From an optimization exercise on the open Yosys and OpenROAD flow, aimed at small area and a short achievable clock period; shortcuts taken in it are not production practice.
The RTL of this run was laid out without a check of its function.
No activity file was given, so power comes from the tool's default toggle rates.

--- config.mk ---
export PLATFORM = sky130hd
export DESIGN_NAME = array_multiplier
export DESIGN_NICKNAME = array_multiplier
export VERILOG_FILES = /design/flow/design.v
export SDC_FILE = /design/flow/constraint.sdc
export NUM_CORES = 4
export LEC_CHECK = 0
export CAP_MARGIN = 20
export CORE_MARGIN = 2
export CORE_UTILIZATION = 40
export SETUP_SLACK_MARGIN = 3.4
export SLEW_MARGIN = 20
export SYNTH_HIERARCHICAL = 1
--- constraint.sdc ---
create_clock -name core_clock -period 6.0 [get_ports {clk}]
set_input_delay 1.2000 -clock core_clock [delete_from_list [all_inputs] [get_ports {clk}]]
set_output_delay 1.2000 -clock core_clock [all_outputs]
set_load 0.01 [all_outputs]
--- design.v ---
`default_nettype none
package mult_sizes_pkg;
	localparam int OPERAND_WIDTH = 16;
	localparam int PRODUCT_WIDTH = 2 * OPERAND_WIDTH;
	localparam int ROW_COUNT = OPERAND_WIDTH - 1;
	typedef logic [OPERAND_WIDTH-1:0] operand_t;
	typedef logic [PRODUCT_WIDTH-1:0] product_t;
endpackage
`default_nettype wire
`default_nettype none
package adder_cell_pkg;
	function automatic logic [1:0] half_add(
		input logic a,
		input logic b
	);
		logic s;
		logic c;
		s = a ^ b;
		c = a & b;
		half_add = {c, s};
	endfunction
	function automatic logic [1:0] full_add(
		input logic a,
		input logic b,
		input logic cin
	);
		logic s;
		logic c;
		s = a ^ b ^ cin;
		c = (a & b) | (cin & (a ^ b));  
		full_add = {c, s};
	endfunction
endpackage
`default_nettype wire
`default_nettype none
module array_multiplier (
	input  logic                     clk,
	input  logic                     reset,
	input  logic                     in_valid,
	input  mult_sizes_pkg::operand_t x,
	input  mult_sizes_pkg::operand_t y,
	output logic                     product_valid,
	output mult_sizes_pkg::product_t product
);
	logic r866;
	logic r867;
	logic r868;
	logic r869;
	logic r870;
	logic r871;
	logic r872;
	logic r873;
	logic r874;
	logic r875;
	logic r876;
	logic r877;
	logic r878;
	logic r879;
	logic r880;
	logic r881;
	logic r882;
	logic r883;
	logic r884;
	logic r885;
	logic r886;
	logic r887;
	logic r888;
	logic r889;
	logic r890;
	logic r891;
	logic r892;
	logic r893;
	logic r894;
	logic r895;
	logic r896;
	logic r897;
	logic r898;
	logic r899;
	logic r900;
	logic r901;
	logic r902;
	logic r903;
	logic r904;
	logic r905;
	logic r906;
	logic r907;
	logic r908;
	logic r909;
	logic r910;
	logic r911;
	logic r912;
	logic r913;
	logic r914;
	logic r915;
	logic r916;
	logic r917;
	logic r918;
	logic r919;
	logic r920;
	logic r921;
	logic r922;
	logic r923;
	logic r924;
	logic r925;
	logic r926;
	logic r927;
	logic r928;
	logic r929;
	logic r930;
	logic r931;
	logic r932;
	logic r933;
	logic r934;
	logic r935;
	logic r936;
	logic r937;
	logic r938;
	logic r939;
	logic r940;
	logic r941;
	logic r942;
	logic r943;
	logic r944;
	logic r945;
	logic r946;
	logic r947;
	logic r948;
	logic r949;
	logic r950;
	logic r951;
	logic r952;
	logic r953;
	logic r954;
	logic r955;
	logic r956;
	logic r957;
	logic r958;
	logic r959;
	logic r960;
	logic r961;
	logic r962;
	logic r963;
	logic r964;
	logic r965;
	logic r966;
	logic r967;
	logic r968;
	logic r969;
	logic r970;
	logic r971;
	logic r972;
	logic r973;
	logic r974;
	logic r975;
	logic r976;
	logic r977;
	logic r978;
	logic r979;
	logic r980;
	logic r981;
	logic r982;
	logic r983;
	logic r984;
	logic r985;
	logic r986;
	logic r987;
	logic r988;
	logic r989;
	logic r990;
	logic r991;
	logic r992;
	logic r993;
	logic r994;
	logic r995;
	logic r996;
	logic r997;
	logic r998;
	logic r999;
	logic r1000;
	logic r1001;
	logic r1002;
	logic r1003;
	logic r1004;
	logic r1005;
	logic r1006;
	logic r1007;
	logic r1008;
	logic r1010;
	logic r1012;
	logic r1014;
	logic r1016;
	logic r1018;
	wire pp1 = ~(r866 & r867);
	wire pp2 = ~(r868 & r867);
	wire pp3 = ~(r869 & r867);
	wire pp4 = ~(r870 & r867);
	wire pp5 = ~(r871 & r867);
	wire pp6 = ~(r872 & r867);
	wire pp7 = ~(r873 & r867);
	wire pp8 = ~(r874 & r867);
	wire pp9 = ~(r875 & r867);
	wire pp10 = ~(r876 & r867);
	wire pp11 = ~(r877 & r867);
	wire pp12 = ~(r878 & r867);
	wire pp13 = ~(x[12] & y[0]);
	wire pp14 = ~(x[13] & y[0]);
	wire pp15 = ~(r879 & r867);
	wire pp16 = ~(r880 & r867);
	wire pp17 = ~(r866 & r881);
	wire pp18 = ~(r868 & r881);
	wire pp19 = ~(r869 & r881);
	wire pp20 = ~(r870 & r881);
	wire pp21 = ~(r871 & r881);
	wire pp22 = ~(r872 & r881);
	wire pp23 = ~(r873 & r881);
	wire pp24 = ~(r874 & r881);
	wire pp25 = ~(r875 & r881);
	wire pp26 = ~(r876 & r881);
	wire pp27 = ~(r877 & r881);
	wire pp28 = ~(x[11] & y[1]);
	wire pp29 = ~(x[12] & y[1]);
	wire pp30 = ~(r882 & r881);
	wire pp31 = ~(r879 & r881);
	wire pp32 = ~(r880 & r881);
	wire pp33 = ~(r866 & r883);
	wire pp34 = ~(r868 & r883);
	wire pp35 = ~(r869 & r883);
	wire pp36 = ~(r870 & r883);
	wire pp37 = ~(r871 & r883);
	wire pp38 = ~(r872 & r883);
	wire pp39 = ~(r873 & r883);
	wire pp40 = ~(r874 & r883);
	wire pp41 = ~(r875 & r883);
	wire pp42 = ~(r876 & r883);
	wire pp43 = ~(x[10] & y[2]);
	wire pp44 = ~(x[11] & y[2]);
	wire pp45 = ~(r884 & r883);
	wire pp46 = ~(r882 & r883);
	wire pp47 = ~(r879 & r883);
	wire pp48 = ~(r880 & r883);
	wire pp49 = ~(r866 & r885);
	wire pp50 = ~(r868 & r885);
	wire pp51 = ~(r869 & r885);
	wire pp52 = ~(r870 & r885);
	wire pp53 = ~(r871 & r885);
	wire pp54 = ~(r872 & r885);
	wire pp55 = ~(r873 & r885);
	wire pp56 = ~(r874 & r885);
	wire pp57 = ~(r875 & r885);
	wire pp58 = ~(x[9] & y[3]);
	wire pp59 = ~(x[10] & y[3]);
	wire pp60 = ~(r878 & r885);
	wire pp61 = ~(r884 & r885);
	wire pp62 = ~(r882 & r885);
	wire pp63 = ~(r879 & r885);
	wire pp64 = ~(r880 & r885);
	wire pp65 = ~(r866 & r886);
	wire pp66 = ~(r868 & r886);
	wire pp67 = ~(r869 & r886);
	wire pp68 = ~(r870 & r886);
	wire pp69 = ~(r871 & r886);
	wire pp70 = ~(r872 & r886);
	wire pp71 = ~(r873 & r886);
	wire pp72 = ~(r874 & r886);
	wire pp73 = ~(x[8] & y[4]);
	wire pp74 = ~(x[9] & y[4]);
	wire pp75 = ~(r877 & r886);
	wire pp76 = ~(r878 & r886);
	wire pp77 = ~(r884 & r886);
	wire pp78 = ~(r882 & r886);
	wire pp79 = ~(r879 & r886);
	wire pp80 = ~(r880 & r886);
	wire pp81 = ~(r866 & r887);
	wire pp82 = ~(r868 & r887);
	wire pp83 = ~(r869 & r887);
	wire pp84 = ~(r870 & r887);
	wire pp85 = ~(r871 & r887);
	wire pp86 = ~(r872 & r887);
	wire pp87 = ~(r873 & r887);
	wire pp88 = ~(x[7] & y[5]);
	wire pp89 = ~(x[8] & y[5]);
	wire pp90 = ~(r876 & r887);
	wire pp91 = ~(r877 & r887);
	wire pp92 = ~(r878 & r887);
	wire pp93 = ~(r884 & r887);
	wire pp94 = ~(r882 & r887);
	wire pp95 = ~(r879 & r887);
	wire pp96 = ~(r880 & r887);
	wire pp97 = ~(r866 & r888);
	wire pp98 = ~(r868 & r888);
	wire pp99 = ~(r869 & r888);
	wire pp100 = ~(r870 & r888);
	wire pp101 = ~(r871 & r888);
	wire pp102 = ~(r872 & r888);
	wire pp103 = ~(x[6] & y[6]);
	wire pp104 = ~(x[7] & y[6]);
	wire pp105 = ~(r875 & r888);
	wire pp106 = ~(r876 & r888);
	wire pp107 = ~(r877 & r888);
	wire pp108 = ~(r878 & r888);
	wire pp109 = ~(r884 & r888);
	wire pp110 = ~(r882 & r888);
	wire pp111 = ~(r879 & r888);
	wire pp112 = ~(r880 & r888);
	wire pp113 = ~(r866 & r889);
	wire pp114 = ~(r868 & r889);
	wire pp115 = ~(r869 & r889);
	wire pp116 = ~(r870 & r889);
	wire pp117 = ~(r871 & r889);
	wire pp118 = ~(x[5] & y[7]);
	wire pp119 = ~(x[6] & y[7]);
	wire pp120 = ~(r874 & r889);
	wire pp121 = ~(r875 & r889);
	wire pp122 = ~(r876 & r889);
	wire pp123 = ~(r877 & r889);
	wire pp124 = ~(r878 & r889);
	wire pp125 = ~(r884 & r889);
	wire pp126 = ~(r882 & r889);
	wire pp127 = ~(r879 & r889);
	wire pp128 = ~(r880 & r889);
	wire pp129 = ~(r866 & r890);
	wire pp130 = ~(r868 & r890);
	wire pp131 = ~(r869 & r890);
	wire pp132 = ~(r870 & r890);
	wire pp133 = ~(x[4] & y[8]);
	wire pp134 = ~(x[5] & y[8]);
	wire pp135 = ~(r873 & r890);
	wire pp136 = ~(r874 & r890);
	wire pp137 = ~(r875 & r890);
	wire pp138 = ~(r876 & r890);
	wire pp139 = ~(r877 & r890);
	wire pp140 = ~(r878 & r890);
	wire pp141 = ~(r884 & r890);
	wire pp142 = ~(r882 & r890);
	wire pp143 = ~(r879 & r890);
	wire pp144 = ~(r880 & r890);
	wire pp145 = ~(r866 & r891);
	wire pp146 = ~(r868 & r891);
	wire pp147 = ~(r869 & r891);
	wire pp148 = ~(x[3] & y[9]);
	wire pp149 = ~(r871 & r891);
	wire pp150 = ~(r872 & r891);
	wire pp151 = ~(r873 & r891);
	wire pp152 = ~(r874 & r891);
	wire pp153 = ~(r875 & r891);
	wire pp154 = ~(r876 & r891);
	wire pp155 = ~(r877 & r891);
	wire pp156 = ~(r878 & r891);
	wire pp157 = ~(r884 & r891);
	wire pp158 = ~(r882 & r891);
	wire pp159 = ~(r879 & r891);
	wire pp160 = ~(r880 & r891);
	wire pp161 = ~(r866 & r892);
	wire pp162 = ~(r868 & r892);
	wire pp163 = ~(x[2] & y[10]);
	wire pp164 = ~(r870 & r892);
	wire pp165 = ~(r871 & r892);
	wire pp166 = ~(r872 & r892);
	wire pp167 = ~(r873 & r892);
	wire pp168 = ~(r874 & r892);
	wire pp169 = ~(r875 & r892);
	wire pp170 = ~(r876 & r892);
	wire pp171 = ~(r877 & r892);
	wire pp172 = ~(r878 & r892);
	wire pp173 = ~(r884 & r892);
	wire pp174 = ~(r882 & r892);
	wire pp175 = ~(r879 & r892);
	wire pp176 = ~(r880 & r892);
	wire pp177 = ~(r866 & r893);
	wire pp178 = ~(x[1] & y[11]);
	wire pp179 = ~(r869 & r893);
	wire pp180 = ~(r870 & r893);
	wire pp181 = ~(r871 & r893);
	wire pp182 = ~(r872 & r893);
	wire pp183 = ~(r873 & r893);
	wire pp184 = ~(r874 & r893);
	wire pp185 = ~(r875 & r893);
	wire pp186 = ~(r876 & r893);
	wire pp187 = ~(r877 & r893);
	wire pp188 = ~(r878 & r893);
	wire pp189 = ~(r884 & r893);
	wire pp190 = ~(r882 & r893);
	wire pp191 = ~(r879 & r893);
	wire pp192 = ~(r880 & r893);
	wire pp193 = ~(r866 & r894);
	wire pp194 = ~(r868 & r894);
	wire pp195 = ~(r869 & r894);
	wire pp196 = ~(r870 & r894);
	wire pp197 = ~(r871 & r894);
	wire pp198 = ~(r872 & r894);
	wire pp199 = ~(r873 & r894);
	wire pp200 = ~(r874 & r894);
	wire pp201 = ~(r875 & r894);
	wire pp202 = ~(r876 & r894);
	wire pp203 = ~(r877 & r894);
	wire pp204 = ~(r878 & r894);
	wire pp205 = ~(r884 & r894);
	wire pp206 = ~(r882 & r894);
	wire pp207 = ~(r879 & r894);
	wire pp208 = ~(r880 & r894);
	wire pp209 = ~(r866 & r895);
	wire pp210 = ~(r868 & r895);
	wire pp211 = ~(r869 & r895);
	wire pp212 = ~(r870 & r895);
	wire pp213 = ~(r871 & r895);
	wire pp214 = ~(r872 & r895);
	wire pp215 = ~(r873 & r895);
	wire pp216 = ~(r874 & r895);
	wire pp217 = ~(r875 & r895);
	wire pp218 = ~(r876 & r895);
	wire pp219 = ~(r877 & r895);
	wire pp220 = ~(r878 & r895);
	wire pp221 = ~(r884 & r895);
	wire pp222 = ~(r882 & r895);
	wire pp223 = ~(r879 & r895);
	wire pp224 = ~(r880 & r895);
	wire pp225 = ~(r866 & r896);
	wire pp226 = ~(r868 & r896);
	wire pp227 = ~(r869 & r896);
	wire pp228 = ~(r870 & r896);
	wire pp229 = ~(r871 & r896);
	wire pp230 = ~(r872 & r896);
	wire pp231 = ~(r873 & r896);
	wire pp232 = ~(r874 & r896);
	wire pp233 = ~(r875 & r896);
	wire pp234 = ~(r876 & r896);
	wire pp235 = ~(r877 & r896);
	wire pp236 = ~(r878 & r896);
	wire pp237 = ~(r884 & r896);
	wire pp238 = ~(r882 & r896);
	wire pp239 = ~(r879 & r896);
	wire pp240 = ~(r880 & r896);
	wire pp241 = ~(r866 & r897);
	wire pp242 = ~(r868 & r897);
	wire pp243 = ~(r869 & r897);
	wire pp244 = ~(r870 & r897);
	wire pp245 = ~(r871 & r897);
	wire pp246 = ~(r872 & r897);
	wire pp247 = ~(r873 & r897);
	wire pp248 = ~(r874 & r897);
	wire pp249 = ~(r875 & r897);
	wire pp250 = ~(r876 & r897);
	wire pp251 = ~(r877 & r897);
	wire pp252 = ~(r878 & r897);
	wire pp253 = ~(r884 & r897);
	wire pp254 = ~(r882 & r897);
	wire pp255 = ~(r879 & r897);
	wire pp256 = ~(r880 & r897);
	wire s257, c258;
	mult_xnor u_s257 (.a(pp3), .b(pp18), .y(s257));
	mult_or u_c258 (.a(pp3), .b(pp18), .y(c258));
	wire s259, c260;
	mult_fa u_s259 (.a(pp4), .b(pp19), .c(pp34), .s(s259), .co(c260));
	wire s261, c262;
	mult_xnor u_s261 (.a(pp49), .b(c258), .y(s261));
	mult_or u_c262 (.a(pp49), .b(c258), .y(c262));
	wire s263, c264;
	mult_fa u_s263 (.a(pp5), .b(pp20), .c(pp35), .s(s263), .co(c264));
	wire s265, c266;
	mult_fa u_s265 (.a(pp50), .b(pp65), .c(c260), .s(s265), .co(c266));
	wire s267, c268;
	mult_xnor u_s267 (.a(c262), .b(s263), .y(s267));
	mult_or u_c268 (.a(c262), .b(s263), .y(c268));
	wire s269, c270;
	mult_fa u_s269 (.a(pp6), .b(pp21), .c(pp36), .s(s269), .co(c270));
	wire s271, c272;
	mult_fa u_s271 (.a(pp51), .b(pp66), .c(pp81), .s(s271), .co(c272));
	wire s273, c274;
	mult_fa u_s273 (.a(c264), .b(s269), .c(s271), .s(s273), .co(c274));
	wire s275, c276;
	mult_xnor u_s275 (.a(c268), .b(c266), .y(s275));
	mult_or u_c276 (.a(c268), .b(c266), .y(c276));
	wire s277, c278;
	mult_fa u_s277 (.a(pp7), .b(pp22), .c(pp37), .s(s277), .co(c278));
	wire s279, c280;
	mult_fa u_s279 (.a(pp52), .b(pp67), .c(pp82), .s(s279), .co(c280));
	wire s281, c282;
	mult_fa u_s281 (.a(pp97), .b(c270), .c(c272), .s(s281), .co(c282));
	wire s283, c284;
	mult_fa u_s283 (.a(s277), .b(s279), .c(c274), .s(s283), .co(c284));
	wire s285, c286;
	mult_xnor u_s285 (.a(s281), .b(c276), .y(s285));
	mult_or u_c286 (.a(s281), .b(c276), .y(c286));
	wire s287, c288;
	mult_fa u_s287 (.a(pp8), .b(pp23), .c(pp38), .s(s287), .co(c288));
	wire s289, c290;
	mult_fa u_s289 (.a(pp53), .b(pp68), .c(pp83), .s(s289), .co(c290));
	wire s291, c292;
	mult_fa u_s291 (.a(pp98), .b(pp113), .c(c278), .s(s291), .co(c292));
	wire s293, c294;
	mult_fa u_s293 (.a(c280), .b(s287), .c(s289), .s(s293), .co(c294));
	wire s295, c296;
	mult_fa u_s295 (.a(c282), .b(s291), .c(s293), .s(s295), .co(c296));
	wire s297, c298;
	mult_xnor u_s297 (.a(c286), .b(c284), .y(s297));
	mult_or u_c298 (.a(c286), .b(c284), .y(c298));
	wire s299, c300;
	mult_fa u_s299 (.a(pp9), .b(pp24), .c(pp39), .s(s299), .co(c300));
	wire s301, c302;
	mult_fa u_s301 (.a(pp54), .b(pp69), .c(pp84), .s(s301), .co(c302));
	wire s303, c304;
	mult_fa u_s303 (.a(pp99), .b(pp114), .c(pp129), .s(s303), .co(c304));
	wire s305, c306;
	mult_fa u_s305 (.a(c288), .b(c290), .c(s299), .s(s305), .co(c306));
	wire s307, c308;
	mult_fa u_s307 (.a(s301), .b(s303), .c(c292), .s(s307), .co(c308));
	wire s309, c310;
	mult_fa u_s309 (.a(c294), .b(s305), .c(s307), .s(s309), .co(c310));
	wire s311, c312;
	mult_xnor u_s311 (.a(c296), .b(c298), .y(s311));
	mult_or u_c312 (.a(c296), .b(c298), .y(c312));
	wire s313, c314;
	mult_fa u_s313 (.a(pp10), .b(pp25), .c(pp40), .s(s313), .co(c314));
	wire s315, c316;
	mult_fa u_s315 (.a(pp55), .b(pp70), .c(pp85), .s(s315), .co(c316));
	wire s317, c318;
	mult_fa u_s317 (.a(pp100), .b(pp115), .c(pp130), .s(s317), .co(c318));
	wire s319, c320;
	mult_fa u_s319 (.a(pp145), .b(c300), .c(c302), .s(s319), .co(c320));
	wire s321, c322;
	mult_fa u_s321 (.a(c304), .b(s313), .c(s315), .s(s321), .co(c322));
	wire s323, c324;
	mult_fa u_s323 (.a(s317), .b(c306), .c(s319), .s(s323), .co(c324));
	wire s325, c326;
	mult_fa u_s325 (.a(s321), .b(c308), .c(s323), .s(s325), .co(c326));
	wire s327, c328;
	mult_xnor u_s327 (.a(c310), .b(c312), .y(s327));
	mult_or u_c328 (.a(c310), .b(c312), .y(c328));
	wire s329, c330;
	mult_fa u_s329 (.a(pp11), .b(pp26), .c(pp41), .s(s329), .co(c330));
	wire s331, c332;
	mult_fa u_s331 (.a(pp56), .b(pp71), .c(pp86), .s(s331), .co(c332));
	wire s333, c334;
	mult_fa u_s333 (.a(pp101), .b(pp116), .c(pp131), .s(s333), .co(c334));
	wire s335, c336;
	mult_fa u_s335 (.a(pp146), .b(pp161), .c(c314), .s(s335), .co(c336));
	wire s337, c338;
	mult_fa u_s337 (.a(c316), .b(c318), .c(s329), .s(s337), .co(c338));
	wire s339, c340;
	mult_fa u_s339 (.a(s331), .b(s333), .c(c320), .s(s339), .co(c340));
	wire s341, c342;
	mult_fa u_s341 (.a(c322), .b(s335), .c(s337), .s(s341), .co(c342));
	wire s343, c344;
	mult_fa u_s343 (.a(c324), .b(s339), .c(s341), .s(s343), .co(c344));
	wire s345, c346;
	mult_xnor u_s345 (.a(r898), .b(r899), .y(s345));
	mult_or u_c346 (.a(r898), .b(r899), .y(c346));
	wire s347, c348;
	mult_fa u_s347 (.a(pp12), .b(pp27), .c(pp42), .s(s347), .co(c348));
	wire s349, c350;
	mult_fa u_s349 (.a(pp57), .b(pp72), .c(pp87), .s(s349), .co(c350));
	wire s351, c352;
	mult_fa u_s351 (.a(pp102), .b(pp117), .c(pp132), .s(s351), .co(c352));
	wire s353, c354;
	mult_fa u_s353 (.a(pp147), .b(pp162), .c(pp177), .s(s353), .co(c354));
	wire s355, c356;
	mult_fa u_s355 (.a(c330), .b(c332), .c(c334), .s(s355), .co(c356));
	wire s357, c358;
	mult_fa u_s357 (.a(s347), .b(s349), .c(s351), .s(s357), .co(c358));
	wire s359, c360;
	mult_fa u_s359 (.a(s353), .b(c336), .c(c338), .s(s359), .co(c360));
	wire s361, c362;
	mult_fa u_s361 (.a(s355), .b(s357), .c(c340), .s(s361), .co(c362));
	wire s363, c364;
	mult_fa u_s363 (.a(r900), .b(r901), .c(r902), .s(s363), .co(c364));
	wire s365, c366;
	mult_xnor u_s365 (.a(r903), .b(c346), .y(s365));
	mult_or u_c366 (.a(r903), .b(c346), .y(c366));
	wire s367, c368;
	mult_fa u_s367 (.a(pp13), .b(pp28), .c(pp43), .s(s367), .co(c368));
	wire s369, c370;
	mult_fa u_s369 (.a(pp58), .b(pp73), .c(pp88), .s(s369), .co(c370));
	wire s371, c372;
	mult_fa u_s371 (.a(pp103), .b(pp118), .c(pp133), .s(s371), .co(c372));
	wire s373, c374;
	mult_fa u_s373 (.a(pp148), .b(pp163), .c(pp178), .s(s373), .co(c374));
	wire s375, c376;
	mult_fa u_s375 (.a(pp193), .b(c348), .c(c350), .s(s375), .co(c376));
	wire s377, c378;
	mult_fa u_s377 (.a(c352), .b(c354), .c(r904), .s(s377), .co(c378));
	wire s379, c380;
	mult_fa u_s379 (.a(s369), .b(s371), .c(s373), .s(s379), .co(c380));
	wire s381, c382;
	mult_fa u_s381 (.a(c356), .b(c358), .c(s375), .s(s381), .co(c382));
	wire s383, c384;
	mult_fa u_s383 (.a(s377), .b(r905), .c(c360), .s(s383), .co(c384));
	wire s385, c386;
	mult_fa u_s385 (.a(r906), .b(r907), .c(r908), .s(s385), .co(c386));
	wire s387, c388;
	mult_xnor u_s387 (.a(c364), .b(s385), .y(s387));
	mult_or u_c388 (.a(c364), .b(s385), .y(c388));
	wire s389, c390;
	mult_fa u_s389 (.a(pp14), .b(pp29), .c(pp44), .s(s389), .co(c390));
	wire s391, c392;
	mult_fa u_s391 (.a(pp59), .b(pp74), .c(pp89), .s(s391), .co(c392));
	wire s393, c394;
	mult_fa u_s393 (.a(pp104), .b(pp119), .c(pp134), .s(s393), .co(c394));
	wire s395, c396;
	mult_fa u_s395 (.a(pp149), .b(pp164), .c(pp179), .s(s395), .co(c396));
	wire s397, c398;
	mult_fa u_s397 (.a(pp194), .b(pp209), .c(r909), .s(s397), .co(c398));
	wire s399, c400;
	mult_fa u_s399 (.a(c370), .b(c372), .c(c374), .s(s399), .co(c400));
	wire s401, c402;
	mult_fa u_s401 (.a(s389), .b(s391), .c(s393), .s(s401), .co(c402));
	wire s403, c404;
	mult_fa u_s403 (.a(s395), .b(c376), .c(c378), .s(s403), .co(c404));
	wire s405, c406;
	mult_fa u_s405 (.a(r910), .b(s397), .c(r911), .s(s405), .co(c406));
	wire s407, c408;
	mult_fa u_s407 (.a(r912), .b(c382), .c(s403), .s(s407), .co(c408));
	wire s409, c410;
	mult_fa u_s409 (.a(r913), .b(r914), .c(r915), .s(s409), .co(c410));
	wire s411, c412;
	mult_xnor u_s411 (.a(c386), .b(s409), .y(s411));
	mult_or u_c412 (.a(c386), .b(s409), .y(c412));
	wire s413, c414;
	mult_fa u_s413 (.a(pp15), .b(pp30), .c(pp45), .s(s413), .co(c414));
	wire s415, c416;
	mult_fa u_s415 (.a(pp60), .b(pp75), .c(pp90), .s(s415), .co(c416));
	wire s417, c418;
	mult_fa u_s417 (.a(pp105), .b(pp120), .c(pp135), .s(s417), .co(c418));
	wire s419, c420;
	mult_fa u_s419 (.a(pp150), .b(pp165), .c(pp180), .s(s419), .co(c420));
	wire s421, c422;
	mult_fa u_s421 (.a(pp195), .b(pp210), .c(pp225), .s(s421), .co(c422));
	wire s423, c424;
	mult_fa u_s423 (.a(c390), .b(c392), .c(c394), .s(s423), .co(c424));
	wire s425, c426;
	mult_fa u_s425 (.a(c396), .b(s413), .c(s415), .s(s425), .co(c426));
	wire s427, c428;
	mult_fa u_s427 (.a(s417), .b(s419), .c(s421), .s(s427), .co(c428));
	wire s429, c430;
	mult_fa u_s429 (.a(c398), .b(r916), .c(r917), .s(s429), .co(c430));
	wire s431, c432;
	mult_fa u_s431 (.a(r918), .b(s425), .c(s427), .s(s431), .co(c432));
	wire s433, c434;
	mult_fa u_s433 (.a(c404), .b(c406), .c(s429), .s(s433), .co(c434));
	wire s435, c436;
	mult_fa u_s435 (.a(r919), .b(r920), .c(r921), .s(s435), .co(c436));
	wire s437, c438;
	mult_xnor u_s437 (.a(c410), .b(s435), .y(s437));
	mult_or u_c438 (.a(c410), .b(s435), .y(c438));
	wire s439, c440;
	mult_fa u_s439 (.a(pp16), .b(pp31), .c(pp46), .s(s439), .co(c440));
	wire s441, c442;
	mult_fa u_s441 (.a(pp61), .b(pp76), .c(pp91), .s(s441), .co(c442));
	wire s443, c444;
	mult_fa u_s443 (.a(pp106), .b(pp121), .c(pp136), .s(s443), .co(c444));
	wire s445, c446;
	mult_fa u_s445 (.a(pp151), .b(pp166), .c(pp181), .s(s445), .co(c446));
	wire s447, c448;
	mult_fa u_s447 (.a(pp196), .b(pp211), .c(pp226), .s(s447), .co(c448));
	wire s449, c450;
	mult_fa u_s449 (.a(pp241), .b(c414), .c(c416), .s(s449), .co(c450));
	wire s451, c452;
	mult_fa u_s451 (.a(c418), .b(c420), .c(c422), .s(s451), .co(c452));
	wire s453, c454;
	mult_fa u_s453 (.a(s439), .b(s441), .c(s443), .s(s453), .co(c454));
	wire s455, c456;
	mult_fa u_s455 (.a(s445), .b(s447), .c(r922), .s(s455), .co(c456));
	wire s457, c458;
	mult_fa u_s457 (.a(c426), .b(c428), .c(s449), .s(s457), .co(c458));
	wire s459, c460;
	mult_fa u_s459 (.a(s451), .b(s453), .c(c430), .s(s459), .co(c460));
	wire s461, c462;
	mult_fa u_s461 (.a(s455), .b(c432), .c(s457), .s(s461), .co(c462));
	wire s463, c464;
	mult_fa u_s463 (.a(r923), .b(r924), .c(r925), .s(s463), .co(c464));
	wire s465, c466;
	mult_xnor u_s465 (.a(c436), .b(s463), .y(s465));
	mult_or u_c466 (.a(c436), .b(s463), .y(c466));
	wire s467, c468;
	mult_fa u_s467 (.a(pp32), .b(pp47), .c(pp62), .s(s467), .co(c468));
	wire s469, c470;
	mult_fa u_s469 (.a(pp77), .b(pp92), .c(pp107), .s(s469), .co(c470));
	wire s471, c472;
	mult_fa u_s471 (.a(pp122), .b(pp137), .c(pp152), .s(s471), .co(c472));
	wire s473, c474;
	mult_fa u_s473 (.a(pp167), .b(pp182), .c(pp197), .s(s473), .co(c474));
	wire s475, c476;
	mult_fa u_s475 (.a(pp212), .b(pp227), .c(pp242), .s(s475), .co(c476));
	wire s477, c478;
	mult_fa u_s477 (.a(c440), .b(c442), .c(c444), .s(s477), .co(c478));
	wire s479, c480;
	mult_fa u_s479 (.a(c446), .b(c448), .c(s467), .s(s479), .co(c480));
	wire s481, c482;
	mult_fa u_s481 (.a(s469), .b(s471), .c(s473), .s(s481), .co(c482));
	wire s483, c484;
	mult_fa u_s483 (.a(s475), .b(c450), .c(c452), .s(s483), .co(c484));
	wire s485, c486;
	mult_fa u_s485 (.a(c454), .b(s477), .c(s479), .s(s485), .co(c486));
	wire s487, c488;
	mult_fa u_s487 (.a(s481), .b(c456), .c(c458), .s(s487), .co(c488));
	wire s489, c490;
	mult_fa u_s489 (.a(s483), .b(s485), .c(c460), .s(s489), .co(c490));
	wire s491, c492;
	mult_fa u_s491 (.a(r926), .b(r927), .c(r928), .s(s491), .co(c492));
	wire s493, c494;
	mult_xnor u_s493 (.a(c464), .b(c466), .y(s493));
	mult_or u_c494 (.a(c464), .b(c466), .y(c494));
	wire s495, c496;
	mult_fa u_s495 (.a(pp48), .b(pp63), .c(pp78), .s(s495), .co(c496));
	wire s497, c498;
	mult_fa u_s497 (.a(pp93), .b(pp108), .c(pp123), .s(s497), .co(c498));
	wire s499, c500;
	mult_fa u_s499 (.a(pp138), .b(pp153), .c(pp168), .s(s499), .co(c500));
	wire s501, c502;
	mult_fa u_s501 (.a(pp183), .b(pp198), .c(pp213), .s(s501), .co(c502));
	wire s503, c504;
	mult_fa u_s503 (.a(pp228), .b(pp243), .c(c468), .s(s503), .co(c504));
	wire s505, c506;
	mult_fa u_s505 (.a(c470), .b(c472), .c(c474), .s(s505), .co(c506));
	wire s507, c508;
	mult_fa u_s507 (.a(c476), .b(s495), .c(s497), .s(s507), .co(c508));
	wire s509, c510;
	mult_fa u_s509 (.a(s499), .b(s501), .c(c478), .s(s509), .co(c510));
	wire s511, c512;
	mult_fa u_s511 (.a(c480), .b(c482), .c(s503), .s(s511), .co(c512));
	wire s513, c514;
	mult_fa u_s513 (.a(s505), .b(s507), .c(c484), .s(s513), .co(c514));
	wire s515, c516;
	mult_fa u_s515 (.a(s509), .b(c486), .c(s511), .s(s515), .co(c516));
	wire s517, c518;
	mult_fa u_s517 (.a(r929), .b(r930), .c(r931), .s(s517), .co(c518));
	wire s519, c520;
	mult_fa u_s519 (.a(r932), .b(s517), .c(c492), .s(s519), .co(c520));
	wire s521, c522;
	mult_fa u_s521 (.a(pp64), .b(pp79), .c(pp94), .s(s521), .co(c522));
	wire s523, c524;
	mult_fa u_s523 (.a(pp109), .b(pp124), .c(pp139), .s(s523), .co(c524));
	wire s525, c526;
	mult_fa u_s525 (.a(pp154), .b(pp169), .c(pp184), .s(s525), .co(c526));
	wire s527, c528;
	mult_fa u_s527 (.a(pp199), .b(pp214), .c(pp229), .s(s527), .co(c528));
	wire s529, c530;
	mult_fa u_s529 (.a(pp244), .b(c496), .c(c498), .s(s529), .co(c530));
	wire s531, c532;
	mult_fa u_s531 (.a(c500), .b(c502), .c(s521), .s(s531), .co(c532));
	wire s533, c534;
	mult_fa u_s533 (.a(s523), .b(s525), .c(s527), .s(s533), .co(c534));
	wire s535, c536;
	mult_fa u_s535 (.a(c504), .b(c506), .c(c508), .s(s535), .co(c536));
	wire s537, c538;
	mult_fa u_s537 (.a(s529), .b(s531), .c(s533), .s(s537), .co(c538));
	wire s539, c540;
	mult_fa u_s539 (.a(c510), .b(c512), .c(s535), .s(s539), .co(c540));
	wire s541, c542;
	mult_fa u_s541 (.a(r933), .b(r934), .c(r935), .s(s541), .co(c542));
	wire s543, c544;
	mult_fa u_s543 (.a(r936), .b(c518), .c(s541), .s(s543), .co(c544));
	wire s545, c546;
	mult_fa u_s545 (.a(pp80), .b(pp95), .c(pp110), .s(s545), .co(c546));
	wire s547, c548;
	mult_fa u_s547 (.a(pp125), .b(pp140), .c(pp155), .s(s547), .co(c548));
	wire s549, c550;
	mult_fa u_s549 (.a(pp170), .b(pp185), .c(pp200), .s(s549), .co(c550));
	wire s551, c552;
	mult_fa u_s551 (.a(pp215), .b(pp230), .c(pp245), .s(s551), .co(c552));
	wire s553, c554;
	mult_fa u_s553 (.a(c522), .b(c524), .c(c526), .s(s553), .co(c554));
	wire s555, c556;
	mult_fa u_s555 (.a(c528), .b(s545), .c(s547), .s(s555), .co(c556));
	wire s557, c558;
	mult_fa u_s557 (.a(s549), .b(s551), .c(c530), .s(s557), .co(c558));
	wire s559, c560;
	mult_fa u_s559 (.a(c532), .b(c534), .c(s553), .s(s559), .co(c560));
	wire s561, c562;
	mult_fa u_s561 (.a(s555), .b(c536), .c(s557), .s(s561), .co(c562));
	wire s563, c564;
	mult_fa u_s563 (.a(r937), .b(r938), .c(r939), .s(s563), .co(c564));
	wire s565, c566;
	mult_fa u_s565 (.a(r940), .b(c542), .c(s563), .s(s565), .co(c566));
	wire s567, c568;
	mult_fa u_s567 (.a(pp96), .b(pp111), .c(pp126), .s(s567), .co(c568));
	wire s569, c570;
	mult_fa u_s569 (.a(pp141), .b(pp156), .c(pp171), .s(s569), .co(c570));
	wire s571, c572;
	mult_fa u_s571 (.a(pp186), .b(pp201), .c(pp216), .s(s571), .co(c572));
	wire s573, c574;
	mult_fa u_s573 (.a(pp231), .b(pp246), .c(c546), .s(s573), .co(c574));
	wire s575, c576;
	mult_fa u_s575 (.a(c548), .b(c550), .c(c552), .s(s575), .co(c576));
	wire s577, c578;
	mult_fa u_s577 (.a(s567), .b(s569), .c(s571), .s(s577), .co(c578));
	wire s579, c580;
	mult_fa u_s579 (.a(c554), .b(c556), .c(s573), .s(s579), .co(c580));
	wire s581, c582;
	mult_fa u_s581 (.a(s575), .b(s577), .c(c558), .s(s581), .co(c582));
	wire s583, c584;
	mult_fa u_s583 (.a(r941), .b(r942), .c(r943), .s(s583), .co(c584));
	wire s585, c586;
	mult_fa u_s585 (.a(r944), .b(c564), .c(s583), .s(s585), .co(c586));
	wire s587, c588;
	mult_fa u_s587 (.a(pp112), .b(pp127), .c(pp142), .s(s587), .co(c588));
	wire s589, c590;
	mult_fa u_s589 (.a(pp157), .b(pp172), .c(pp187), .s(s589), .co(c590));
	wire s591, c592;
	mult_fa u_s591 (.a(pp202), .b(pp217), .c(pp232), .s(s591), .co(c592));
	wire s593, c594;
	mult_fa u_s593 (.a(pp247), .b(c568), .c(c570), .s(s593), .co(c594));
	wire s595, c596;
	mult_fa u_s595 (.a(c572), .b(s587), .c(s589), .s(s595), .co(c596));
	wire s597, c598;
	mult_fa u_s597 (.a(s591), .b(c574), .c(c576), .s(s597), .co(c598));
	wire s599, c600;
	mult_fa u_s599 (.a(c578), .b(s593), .c(s595), .s(s599), .co(c600));
	wire s601, c602;
	mult_fa u_s601 (.a(c580), .b(s597), .c(s599), .s(s601), .co(c602));
	wire s603, c604;
	mult_fa u_s603 (.a(r945), .b(r946), .c(c584), .s(s603), .co(c604));
	wire s605, c606;
	mult_fa u_s605 (.a(pp128), .b(pp143), .c(pp158), .s(s605), .co(c606));
	wire s607, c608;
	mult_fa u_s607 (.a(pp173), .b(pp188), .c(pp203), .s(s607), .co(c608));
	wire s609, c610;
	mult_fa u_s609 (.a(pp218), .b(pp233), .c(pp248), .s(s609), .co(c610));
	wire s611, c612;
	mult_fa u_s611 (.a(c588), .b(c590), .c(c592), .s(s611), .co(c612));
	wire s613, c614;
	mult_fa u_s613 (.a(s605), .b(s607), .c(s609), .s(s613), .co(c614));
	wire s615, c616;
	mult_fa u_s615 (.a(c594), .b(c596), .c(s611), .s(s615), .co(c616));
	wire s617, c618;
	mult_fa u_s617 (.a(s613), .b(c598), .c(c600), .s(s617), .co(c618));
	wire s619, c620;
	mult_fa u_s619 (.a(r947), .b(r948), .c(r949), .s(s619), .co(c620));
	wire s621, c622;
	mult_fa u_s621 (.a(pp144), .b(pp159), .c(pp174), .s(s621), .co(c622));
	wire s623, c624;
	mult_fa u_s623 (.a(pp189), .b(pp204), .c(pp219), .s(s623), .co(c624));
	wire s625, c626;
	mult_fa u_s625 (.a(pp234), .b(pp249), .c(c606), .s(s625), .co(c626));
	wire s627, c628;
	mult_fa u_s627 (.a(c608), .b(c610), .c(s621), .s(s627), .co(c628));
	wire s629, c630;
	mult_fa u_s629 (.a(s623), .b(c612), .c(c614), .s(s629), .co(c630));
	wire s631, c632;
	mult_fa u_s631 (.a(s625), .b(s627), .c(c616), .s(s631), .co(c632));
	wire s633, c634;
	mult_fa u_s633 (.a(r950), .b(r951), .c(r952), .s(s633), .co(c634));
	wire s635, c636;
	mult_fa u_s635 (.a(pp160), .b(pp175), .c(pp190), .s(s635), .co(c636));
	wire s637, c638;
	mult_fa u_s637 (.a(pp205), .b(pp220), .c(pp235), .s(s637), .co(c638));
	wire s639, c640;
	mult_fa u_s639 (.a(pp250), .b(c622), .c(c624), .s(s639), .co(c640));
	wire s641, c642;
	mult_fa u_s641 (.a(s635), .b(s637), .c(c626), .s(s641), .co(c642));
	wire s643, c644;
	mult_fa u_s643 (.a(c628), .b(s639), .c(c630), .s(s643), .co(c644));
	wire s645, c646;
	mult_fa u_s645 (.a(r953), .b(r954), .c(r955), .s(s645), .co(c646));
	wire s647, c648;
	mult_fa u_s647 (.a(pp176), .b(pp191), .c(pp206), .s(s647), .co(c648));
	wire s649, c650;
	mult_fa u_s649 (.a(pp221), .b(pp236), .c(pp251), .s(s649), .co(c650));
	wire s651, c652;
	mult_fa u_s651 (.a(c636), .b(c638), .c(s647), .s(s651), .co(c652));
	wire s653, c654;
	mult_fa u_s653 (.a(s649), .b(c640), .c(s651), .s(s653), .co(c654));
	wire s655, c656;
	mult_fa u_s655 (.a(r956), .b(r957), .c(r958), .s(s655), .co(c656));
	wire s657, c658;
	mult_fa u_s657 (.a(pp192), .b(pp207), .c(pp222), .s(s657), .co(c658));
	wire s659, c660;
	mult_fa u_s659 (.a(pp237), .b(pp252), .c(c648), .s(s659), .co(c660));
	wire s661, c662;
	mult_fa u_s661 (.a(c650), .b(s657), .c(c652), .s(s661), .co(c662));
	wire s663, c664;
	mult_fa u_s663 (.a(s659), .b(c654), .c(s661), .s(s663), .co(c664));
	wire s665, c666;
	mult_fa u_s665 (.a(pp208), .b(pp223), .c(pp238), .s(s665), .co(c666));
	wire s667, c668;
	mult_fa u_s667 (.a(pp253), .b(c658), .c(s665), .s(s667), .co(c668));
	wire s669, c670;
	mult_fa u_s669 (.a(c660), .b(s667), .c(c662), .s(s669), .co(c670));
	wire s671, c672;
	mult_fa u_s671 (.a(pp224), .b(pp239), .c(pp254), .s(s671), .co(c672));
	wire s673, c674;
	mult_fa u_s673 (.a(c666), .b(s671), .c(c668), .s(s673), .co(c674));
	wire s675, c676;
	mult_fa u_s675 (.a(pp240), .b(pp255), .c(c672), .s(s675), .co(c676));
	wire t677 = ~pp1;
	wire g678 = pp2 & pp17;
	wire p679 = pp2 ^ pp17;
	wire g680 = pp33 & s257;
	wire p681 = pp33 ^ s257;
	wire g682 = s261 & s259;
	wire p683 = s261 ^ s259;
	wire g684 = s267 & s265;
	wire p685 = s267 ^ s265;
	wire g686 = s273 & s275;
	wire p687 = s273 ^ s275;
	wire g688 = s285 & s283;
	wire p689 = s285 ^ s283;
	wire g690 = s295 & s297;
	wire p691 = s295 ^ s297;
	wire g692 = r959 & r960;
	wire p693 = r959 ^ r960;
	wire g694 = r961 & r962;
	wire p695 = r961 ^ r962;
	wire g696 = r963 & s345;
	wire p697 = r963 ^ s345;
	wire g698 = s363 & s365;
	wire p699 = s363 ^ s365;
	wire g700 = c366 & s387;
	wire p701 = c366 ^ s387;
	wire g702 = c388 & s411;
	wire p703 = c388 ^ s411;
	wire g704 = c412 & s437;
	wire p705 = c412 ^ s437;
	wire g706 = c438 & s465;
	wire p707 = c438 ^ s465;
	wire g708 = s491 & s493;
	wire p709 = s491 ^ s493;
	wire g710 = c494 & s519;
	wire p711 = c494 ^ s519;
	wire g712 = s543 & c520;
	wire p713 = s543 ^ c520;
	wire g714 = c544 & s565;
	wire p715 = c544 ^ s565;
	wire g716 = c566 & s585;
	wire p717 = c566 ^ s585;
	wire g718 = c586 & s603;
	wire p719 = c586 ^ s603;
	wire g720 = s619 & c604;
	wire p721 = s619 ^ c604;
	wire g722 = c620 & s633;
	wire p723 = c620 ^ s633;
	wire g724 = c634 & s645;
	wire p725 = c634 ^ s645;
	wire g726 = c646 & s655;
	wire p727 = c646 ^ s655;
	wire g728 = r964 & c656;
	wire p729 = r964 ^ c656;
	wire g730 = r965 & r966;
	wire p731 = r965 ^ r966;
	wire g732 = s673 & c670;
	wire p733 = s673 ^ c670;
	wire g734 = s675 & c674;
	wire p735 = s675 ^ c674;
	wire g736 = pp256 & c676;
	wire p737 = pp256 ^ c676;
	wire q738 = pp1 | t677;
	wire q739 = g678 | (p679 & q738);
	wire q740 = g680 | (p681 & q739);
	wire q741 = g682 | (p683 & q740);
	wire q742 = g684 | (p685 & q741);
	wire q743 = g686 | (p687 & q742);
	wire q744 = g688 | (p689 & q743);
	wire q745 = r967 | (r968 & r969);
	wire q746 = g692 | (p693 & q745);
	wire q747 = g694 | (p695 & q746);
	wire q748 = g696 | (p697 & q747);
	wire q749 = g698 | (p699 & q748);
	wire a750 = p699 & p697;
	wire q751 = g702 | (p703 & g700);
	wire a752 = p703 & p701;
	wire q753 = g706 | (p707 & g704);
	wire a754 = p707 & p705;
	wire q755 = g710 | (p711 & g708);
	wire a756 = p711 & p709;
	wire q757 = g714 | (p715 & g712);
	wire a758 = p715 & p713;
	wire q759 = g718 | (p719 & g716);
	wire a760 = p719 & p717;
	wire q761 = g722 | (p723 & g720);
	wire a762 = p723 & p721;
	wire q763 = g726 | (p727 & g724);
	wire a764 = p727 & p725;
	wire q765 = g730 | (p731 & g728);
	wire a766 = p731 & p729;
	wire q767 = r970 | (r971 & r972);
	wire a768 = r971 & r973;
	wire q769 = g700 | (p701 & q749);
	wire a770 = p701 & a750;
	wire q771 = q751 | (a752 & q749);
	wire a772 = a752 & a750;
	wire q773 = g708 | (p709 & q753);
	wire a774 = p709 & a754;
	wire q775 = q755 | (a756 & q753);
	wire a776 = a756 & a754;
	wire q777 = g716 | (p717 & q757);
	wire a778 = p717 & a758;
	wire q779 = q759 | (a760 & q757);
	wire a780 = a760 & a758;
	wire q781 = g724 | (p725 & q761);
	wire a782 = p725 & a762;
	wire q783 = q763 | (a764 & q761);
	wire a784 = a764 & a762;
	wire q785 = r972 | (r973 & q765);
	wire a786 = r973 & a766;
	wire q787 = q767 | (a768 & q765);
	wire a788 = a768 & a766;
	wire q789 = g704 | (p705 & q771);
	wire a790 = p705 & a772;
	wire q791 = q753 | (a754 & q771);
	wire a792 = a754 & a772;
	wire q793 = q773 | (a774 & q771);
	wire a794 = a774 & a772;
	wire q795 = q775 | (a776 & q771);
	wire a796 = a776 & a772;
	wire q797 = g720 | (p721 & q779);
	wire a798 = p721 & a780;
	wire q799 = q761 | (a762 & q779);
	wire a800 = a762 & a780;
	wire q801 = q781 | (a782 & q779);
	wire a802 = a782 & a780;
	wire q803 = q783 | (a784 & q779);
	wire a804 = a784 & a780;
	wire q805 = r974 | (r975 & q787);
	wire a806 = r975 & a788;
	wire q807 = g712 | (p713 & q795);
	wire a808 = p713 & a796;
	wire q809 = q757 | (a758 & q795);
	wire a810 = a758 & a796;
	wire q811 = q777 | (a778 & q795);
	wire a812 = a778 & a796;
	wire q813 = q779 | (a780 & q795);
	wire a814 = a780 & a796;
	wire q815 = q797 | (a798 & q795);
	wire a816 = a798 & a796;
	wire q817 = q799 | (a800 & q795);
	wire a818 = a800 & a796;
	wire q819 = q801 | (a802 & q795);
	wire a820 = a802 & a796;
	wire q821 = q803 | (a804 & q795);
	wire a822 = a804 & a796;
	wire q823 = r976 | (r977 & r978);
	wire a824 = r977 & r979;
	wire q825 = r980 | (r981 & r978);
	wire a826 = r981 & r979;
	wire q827 = r982 | (r983 & r978);
	wire a828 = r983 & r979;
	wire q829 = r984 | (r985 & r978);
	wire a830 = r985 & r979;
	wire q831 = r986 | (r987 & r978);
	wire a832 = r987 & r979;
	wire t833 = ~r989;
	assign product[0] = ~t833;
	wire x835;
	mult_xnor u_x835 (.a(p679), .b(q738), .y(x835));
	wire x836;
	mult_xnor u_x836 (.a(p681), .b(q739), .y(x836));
	wire x837;
	mult_xnor u_x837 (.a(p683), .b(q740), .y(x837));
	wire x838;
	mult_xnor u_x838 (.a(p685), .b(q741), .y(x838));
	wire x839;
	mult_xnor u_x839 (.a(p687), .b(q742), .y(x839));
	wire x840;
	mult_xnor u_x840 (.a(p689), .b(q743), .y(x840));
	wire x841;
	mult_xnor u_x841 (.a(r968), .b(r969), .y(x841));
	wire x842;
	mult_xnor u_x842 (.a(p693), .b(q745), .y(x842));
	wire x843;
	mult_xnor u_x843 (.a(p695), .b(q746), .y(x843));
	wire x844;
	mult_xnor u_x844 (.a(p697), .b(q747), .y(x844));
	wire x845;
	mult_xnor u_x845 (.a(p699), .b(q748), .y(x845));
	wire x846;
	mult_xnor u_x846 (.a(p701), .b(q749), .y(x846));
	wire x847;
	mult_xnor u_x847 (.a(p703), .b(q769), .y(x847));
	wire x848;
	mult_xnor u_x848 (.a(p705), .b(q771), .y(x848));
	wire x849;
	mult_xnor u_x849 (.a(p707), .b(q789), .y(x849));
	wire x850;
	mult_xnor u_x850 (.a(p709), .b(q791), .y(x850));
	wire x851;
	mult_xnor u_x851 (.a(p711), .b(q793), .y(x851));
	wire x852;
	mult_xnor u_x852 (.a(p713), .b(q795), .y(x852));
	mult_xnor u_x853 (.a(r990), .b(r991), .y(product[19]));
	mult_xnor u_x854 (.a(r992), .b(r993), .y(product[20]));
	mult_xnor u_x855 (.a(r994), .b(r995), .y(product[21]));
	mult_xnor u_x856 (.a(r996), .b(r997), .y(product[22]));
	mult_xnor u_x857 (.a(r998), .b(r999), .y(product[23]));
	mult_xnor u_x858 (.a(r1000), .b(r1001), .y(product[24]));
	mult_xnor u_x859 (.a(r1002), .b(r1003), .y(product[25]));
	mult_xnor u_x860 (.a(r977), .b(r978), .y(product[26]));
	mult_xnor u_x861 (.a(r1004), .b(q823), .y(product[27]));
	mult_xnor u_x862 (.a(r1005), .b(q825), .y(product[28]));
	mult_xnor u_x863 (.a(r1006), .b(q827), .y(product[29]));
	mult_xnor u_x864 (.a(r1007), .b(q829), .y(product[30]));
	assign product[31] = ~q831;
	always_ff @(posedge clk) begin
		r866 <= x[0];
		r867 <= y[0];
		r868 <= x[1];
		r869 <= x[2];
		r870 <= x[3];
		r871 <= x[4];
		r872 <= x[5];
		r873 <= x[6];
		r874 <= x[7];
		r875 <= x[8];
		r876 <= x[9];
		r877 <= x[10];
		r878 <= x[11];
		r879 <= x[14];
		r880 <= x[15];
		r881 <= y[1];
		r882 <= x[13];
		r883 <= y[2];
		r884 <= x[12];
		r885 <= y[3];
		r886 <= y[4];
		r887 <= y[5];
		r888 <= y[6];
		r889 <= y[7];
		r890 <= y[8];
		r891 <= y[9];
		r892 <= y[10];
		r893 <= y[11];
		r894 <= y[12];
		r895 <= y[13];
		r896 <= y[14];
		r897 <= y[15];
		r898 <= c326;
		r899 <= c328;
		r900 <= c342;
		r901 <= s359;
		r902 <= s361;
		r903 <= c344;
		r904 <= s367;
		r905 <= s379;
		r906 <= s381;
		r907 <= c362;
		r908 <= s383;
		r909 <= c368;
		r910 <= c380;
		r911 <= s399;
		r912 <= s401;
		r913 <= s405;
		r914 <= c384;
		r915 <= s407;
		r916 <= c400;
		r917 <= c402;
		r918 <= s423;
		r919 <= s431;
		r920 <= c408;
		r921 <= s433;
		r922 <= c424;
		r923 <= c434;
		r924 <= s459;
		r925 <= s461;
		r926 <= c462;
		r927 <= s487;
		r928 <= s489;
		r929 <= c488;
		r930 <= s513;
		r931 <= s515;
		r932 <= c490;
		r933 <= s537;
		r934 <= c514;
		r935 <= c516;
		r936 <= s539;
		r937 <= c538;
		r938 <= s559;
		r939 <= c540;
		r940 <= s561;
		r941 <= c560;
		r942 <= s579;
		r943 <= c562;
		r944 <= s581;
		r945 <= c582;
		r946 <= s601;
		r947 <= s615;
		r948 <= c602;
		r949 <= s617;
		r950 <= s629;
		r951 <= c618;
		r952 <= s631;
		r953 <= s641;
		r954 <= c632;
		r955 <= s643;
		r956 <= c642;
		r957 <= s653;
		r958 <= c644;
		r959 <= s311;
		r960 <= s309;
		r961 <= s325;
		r962 <= s327;
		r963 <= s343;
		r964 <= s663;
		r965 <= c664;
		r966 <= s669;
		r967 <= g690;
		r968 <= p691;
		r969 <= q744;
		r970 <= g734;
		r971 <= p735;
		r972 <= g732;
		r973 <= p733;
		r974 <= g736;
		r975 <= p737;
		r976 <= g728;
		r977 <= p729;
		r978 <= q821;
		r979 <= a822;
		r980 <= q765;
		r981 <= a766;
		r982 <= q785;
		r983 <= a786;
		r984 <= q787;
		r985 <= a788;
		r986 <= q805;
		r987 <= a806;
		r988 <= t677;
		r989 <= r988;
		r990 <= p715;
		r991 <= q807;
		r992 <= p717;
		r993 <= q809;
		r994 <= p719;
		r995 <= q811;
		r996 <= p721;
		r997 <= q813;
		r998 <= p723;
		r999 <= q815;
		r1000 <= p725;
		r1001 <= q817;
		r1002 <= p727;
		r1003 <= q819;
		r1004 <= p731;
		r1005 <= r973;
		r1006 <= r971;
		r1007 <= r975;
		r1008 <= x835;
		product[1] <= r1008;
		r1010 <= x836;
		product[2] <= r1010;
		r1012 <= x837;
		product[3] <= r1012;
		r1014 <= x838;
		product[4] <= r1014;
		r1016 <= x839;
		product[5] <= r1016;
		r1018 <= x840;
		product[6] <= r1018;
		product[7] <= x841;
		product[8] <= x842;
		product[9] <= x843;
		product[10] <= x844;
		product[11] <= x845;
		product[12] <= x846;
		product[13] <= x847;
		product[14] <= x848;
		product[15] <= x849;
		product[16] <= x850;
		product[17] <= x851;
		product[18] <= x852;
	end
	logic v1;
	logic v2;
	always_ff @(posedge clk) begin
		if (reset) begin
			v1 <= 1'b0;
			v2 <= 1'b0;
			product_valid <= 1'b0;
		end else begin
			v1 <= in_valid;
			v2 <= v1;
			product_valid <= v2;
		end
	end
endmodule
module mult_fa (
	input  logic a,
	input  logic b,
	input  logic c,
	output logic s,
	output logic co
);
	assign s  = a ^ b ^ c;
	assign co = (a & b) | (c & (a ^ b));
endmodule
module mult_xor (
	input  logic a,
	input  logic b,
	output logic y
);
	assign y = a ^ b;
endmodule
module mult_xnor (
	input  logic a,
	input  logic b,
	output logic y
);
	assign y = ~(a ^ b);
endmodule
module mult_or (
	input  logic a,
	input  logic b,
	output logic y
);
	assign y = a | b;
endmodule
`default_nettype wire
--- flow/run.sh ---
#!/bin/bash
# Layout flow: the standard ORFS flow (standard.sh, unchanged synthesis),
# with smaller port buffers and a clock tree built from clkbuf_8 without
# dummy loads. Each tool's output goes to a log file in this folder.
set -euo pipefail
export BUFFER_PORTS_ARGS="-buffer_cell sky130_fd_sc_hd__buf_1"
export CTS_ARGS="-sink_clustering_enable -repair_clock_nets -buf_list sky130_fd_sc_hd__clkbuf_8 -dont_use_dummy_load"
bash standard.sh finish > flow_make.log 2>&1
--- standard.sh ---
#!/bin/bash
# synth_recipe.tcl (not shown) runs the flow's synth.tcl, then flattens the netlist and writes it again
# the make line also repeats each setting of config.mk as NAME=value (left out here)
make -C /OpenROAD-flow-scripts/flow DESIGN_CONFIG=/design/flow/config.mk WORK_HOME=/design/flow/orfs CLKGATE_MAP_FILE= SYNTH_SCRIPT=/design/flow/synth_recipe.tcl "${@:-finish}"
==> summary.txt <==
==> kinds of logic after synthesis <==
group,synth area share [%]
xor gates and xnor gates,4.03
AOI/OAI and AO/OA,3.70
and+or+nand+nor,12.4
adders and majority gates,43.8
DFF,34.4
buffers and inverters,1.65
other,0.0384
==> repair_timing <==
item | 4_1_cts | 5_1_grt
endpoints found under the setup margin | 61 | 42
pin swaps | 36 | 48
resized for setup | 94 | 84
cloned | 0 | 1
setup buffers | 84 | 28
==> final timing paths <==
check | start | to | depth (start not counted)
setup / recovery | r881 | r963 | 6
hold / removal | r1016 | product[5] | 0
setup reg to reg | r881 | r963 | 6
hold reg to reg | r1016 | product[5] | 0
==> per-layer routing <==
| layer | vias up | GRT usage [%] | routed length [um] |
|---|---|---|---|
| met5 | - | 0 | 0 |
| li1 | 2871 | - | - |
| met2 | 362 | 28.9 | 11000 |
| met4 | 0 | 6.84 | 651 |
| met1 | 3312 | 25.2 | 9870 |
| met3 | 54 | 5.37 | 2310 |
==> metrics by stage <==
| step | total power, mW | instance area [sq um] | util [%] | cells | hold WS [ps] |
|---|---|---|---|---|---|
| finish | 6.14 | 12200 | 50.4 | 1307 | 314 |
| global route | 6.74 | 12200 | 50.4 | 1307 | 302 |
| CTS | 6.00 | 11600 | 48.0 | 1278 | 306 |
| detailed placement | 5.06 | 10300 | 42.8 | 1177 | 312 |
| global placement | 5.01 | 10300 | 42.8 | 1177 | 311 |
| floorplan | 4.24 | 10100 | - | 825 | 310 |
==> Yosys stat by module (local to each module, per instance) <==
module	flip-flops and latches	copies in the design	cells inside
array_multiplier	168	1	570
mult_fa	0	195	1
mult_or	0	15	1
mult_xnor	0	45	1
==> layout make-up <==
cell class                 instances  area (sq um)
clock buffer                      17           234
timing repair buffer             180          1460
inverter                           3          11.3
fill                            2038         12000
tap                              324           405
sequential                       168          3490
multi-input combinational        615          6590
==> worst max-delay path, delay by kind of cell (launching register included) <==
family	cells	cell delay, ps
flip-flops	1	410
adder cells (fa/ha/maj)	4	2020
AND/OR/NAND/NOR	1	70
buffers and inverters	1	140
==> Yosys cell counts, types with 3 or more instances <==
master | number | area (sq um)
a21oi_1 | 4 | 20.0
and2_1 | 7 | 43.8
o21ai_1 | 3 | 15.0
or2_1 | 15 | 93.8
nor2b_1 | 4 | 25.0
dfxtp_1 | 168 | 3360
fa_1 | 195 | 3900
nand2_1 | 255 | 957
a21o_1 | 23 | 173
clkbuf_1 | 38 | 143
xnor2_1 | 45 | 394
ha_1 | 30 | 375
==> power by group <==
group	total [mW]	internal [mW]	switching [mW]
sequential	1.78	1.57	0.209
combinational	3.75	1.91	1.85
clock	0.599	0.250	0.348
==> impl_metrics.tcl <==
set metrics [dict create \
    wl_um 23900 \
    port_buffers 67 \
    drtPass1Iterations 5 \
    period_minus_slack_ps 2710 \
    setup_tns_ps 0 \
    path_max_fanout 7 \
    syn_area_sq_um 9770 \
    routedWlPerCell_um 18.3 \
    cts_tree "built" \
    post_synth.cell_area_avg_sq_um 11.8 \
    powerDensity_nw_per_um2 504 \
    start_util_pct 40.4 \
    syn_nets 1085 \
    vias 6599 \
    antenna_found_initial 0 \
    setup_viol 0 \
    crit_chain "buf_12 -> nand2_1 -> fa_1 -> fa_2 -> fa_1 -> fa_2" \
    grt_pass1_vias 6991 \
    synthFlopType "dfxtp_1" \
    skew_ps 36.6 \
    slowest_delay_ps 550 \
    cap_viol_max_count 0 \
    p_leak_nw 4.55 \
    route.detailed.drc 0 \
    synth-edff-count 0 \
    final_layout_size_suffix_gt1_share_pct 27.7 \
    ant_nets 0 \
    yosysWarnings 7 \
    finalCritPeriodShare_pct 45.1 \
    die_area_sq_um 25700 \
    boundaryPins 68 \
    layout-area-overhead-vs-synth_pct 24.7 \
    clkSlewWorstSetupHoldPaths_ps 80 \
    async_flop_share_pct 0 \
    fmax_mhz 369 \
    grt_pass1_wl_um 36600 \
    synth_cell_types 41 \
    hpwl_um 15400 \
    place_congestion 0.887 \
    clock_latency_ps 450 \
    cts_inserted_buffers 17 \
    slew_viol_final 0 \
    grt_max_degree 19 \
    antenna_cells 0 \
    rsz0062_at_grt "yes" \
    synth-seq-area-share_pct 34.4 \
    vias_per_cell 5.05 \
    hold_buffers 0 \
    nets 1245 \
    htreeDepth 4 \
    synthCells 825 \
    die_y_um 160 \
    die_x_um 160 \
    crit_required_ps 6380 \
    grt_util_all_layers_pct 18.7 \
    hold_class "flop to flop" \
    dpl_worst_slack_ps 2820 \
    synth_seq_cells 168 \
    grt_overflow_total 0 \
    setup_ws_ps 3290 \
    arrival_ps 3090 \
    endpoint_kind "flop" \
    clkSinkCount 168 \
    regMostFlops "product" \
    most-common-layout-cells "nand2_1 (237), fa_1 (132), dfxtp_1 (132)" \
    ir_drop_v 0.000304 \
    worst_path_max_delay_cell "fa_2" \
    status "no timing/DRC/antenna violations" \
    hold_viol 0 \
    crit_type "flop to flop" \
    cp-start-kind "flop" \
    r2r_slack_ps 3290 \
    rows 57 \
    root_buffer "clkbuf_8" \
    largest_reg_flops 18 \
    drt_iter0_drc 668 \
    layout_commonest_cell "nand2_1" \
    coreArea_sq_um 24200 \
    clockBufferDepth 2 \
]

port drivers added, routing unchanged:
Ports are ideal in the flow. The routed layout listed here was re-timed in OpenROAD. Step 1 (the two cells are an assumption about what drives the block):
set clk [get_ports {clk}]
set_driving_cell -lib_cell sky130_fd_sc_hd__clkbuf_16 $clk
set_driving_cell -lib_cell sky130_fd_sc_hd__buf_2 [delete_from_list [all_inputs] $clk]
Step 2, shift: input delay + t, output delay - t, t = (earliest + latest rising clock arrival at the registers) / 2. This alone moves slack from input paths to output paths. Slacks: ideal ports / drivers / drivers and shift; pairs: ideal ports / drivers.
t, ns: 0.483
setup WS [ns]: 3.291 / 3.291 / 3.291
cell pins on the clock port's net: 1
After both steps this run still meets setup and hold. The setup slack of this run moves by 0.000 ns with the drivers and by 0.000 ns with both steps.
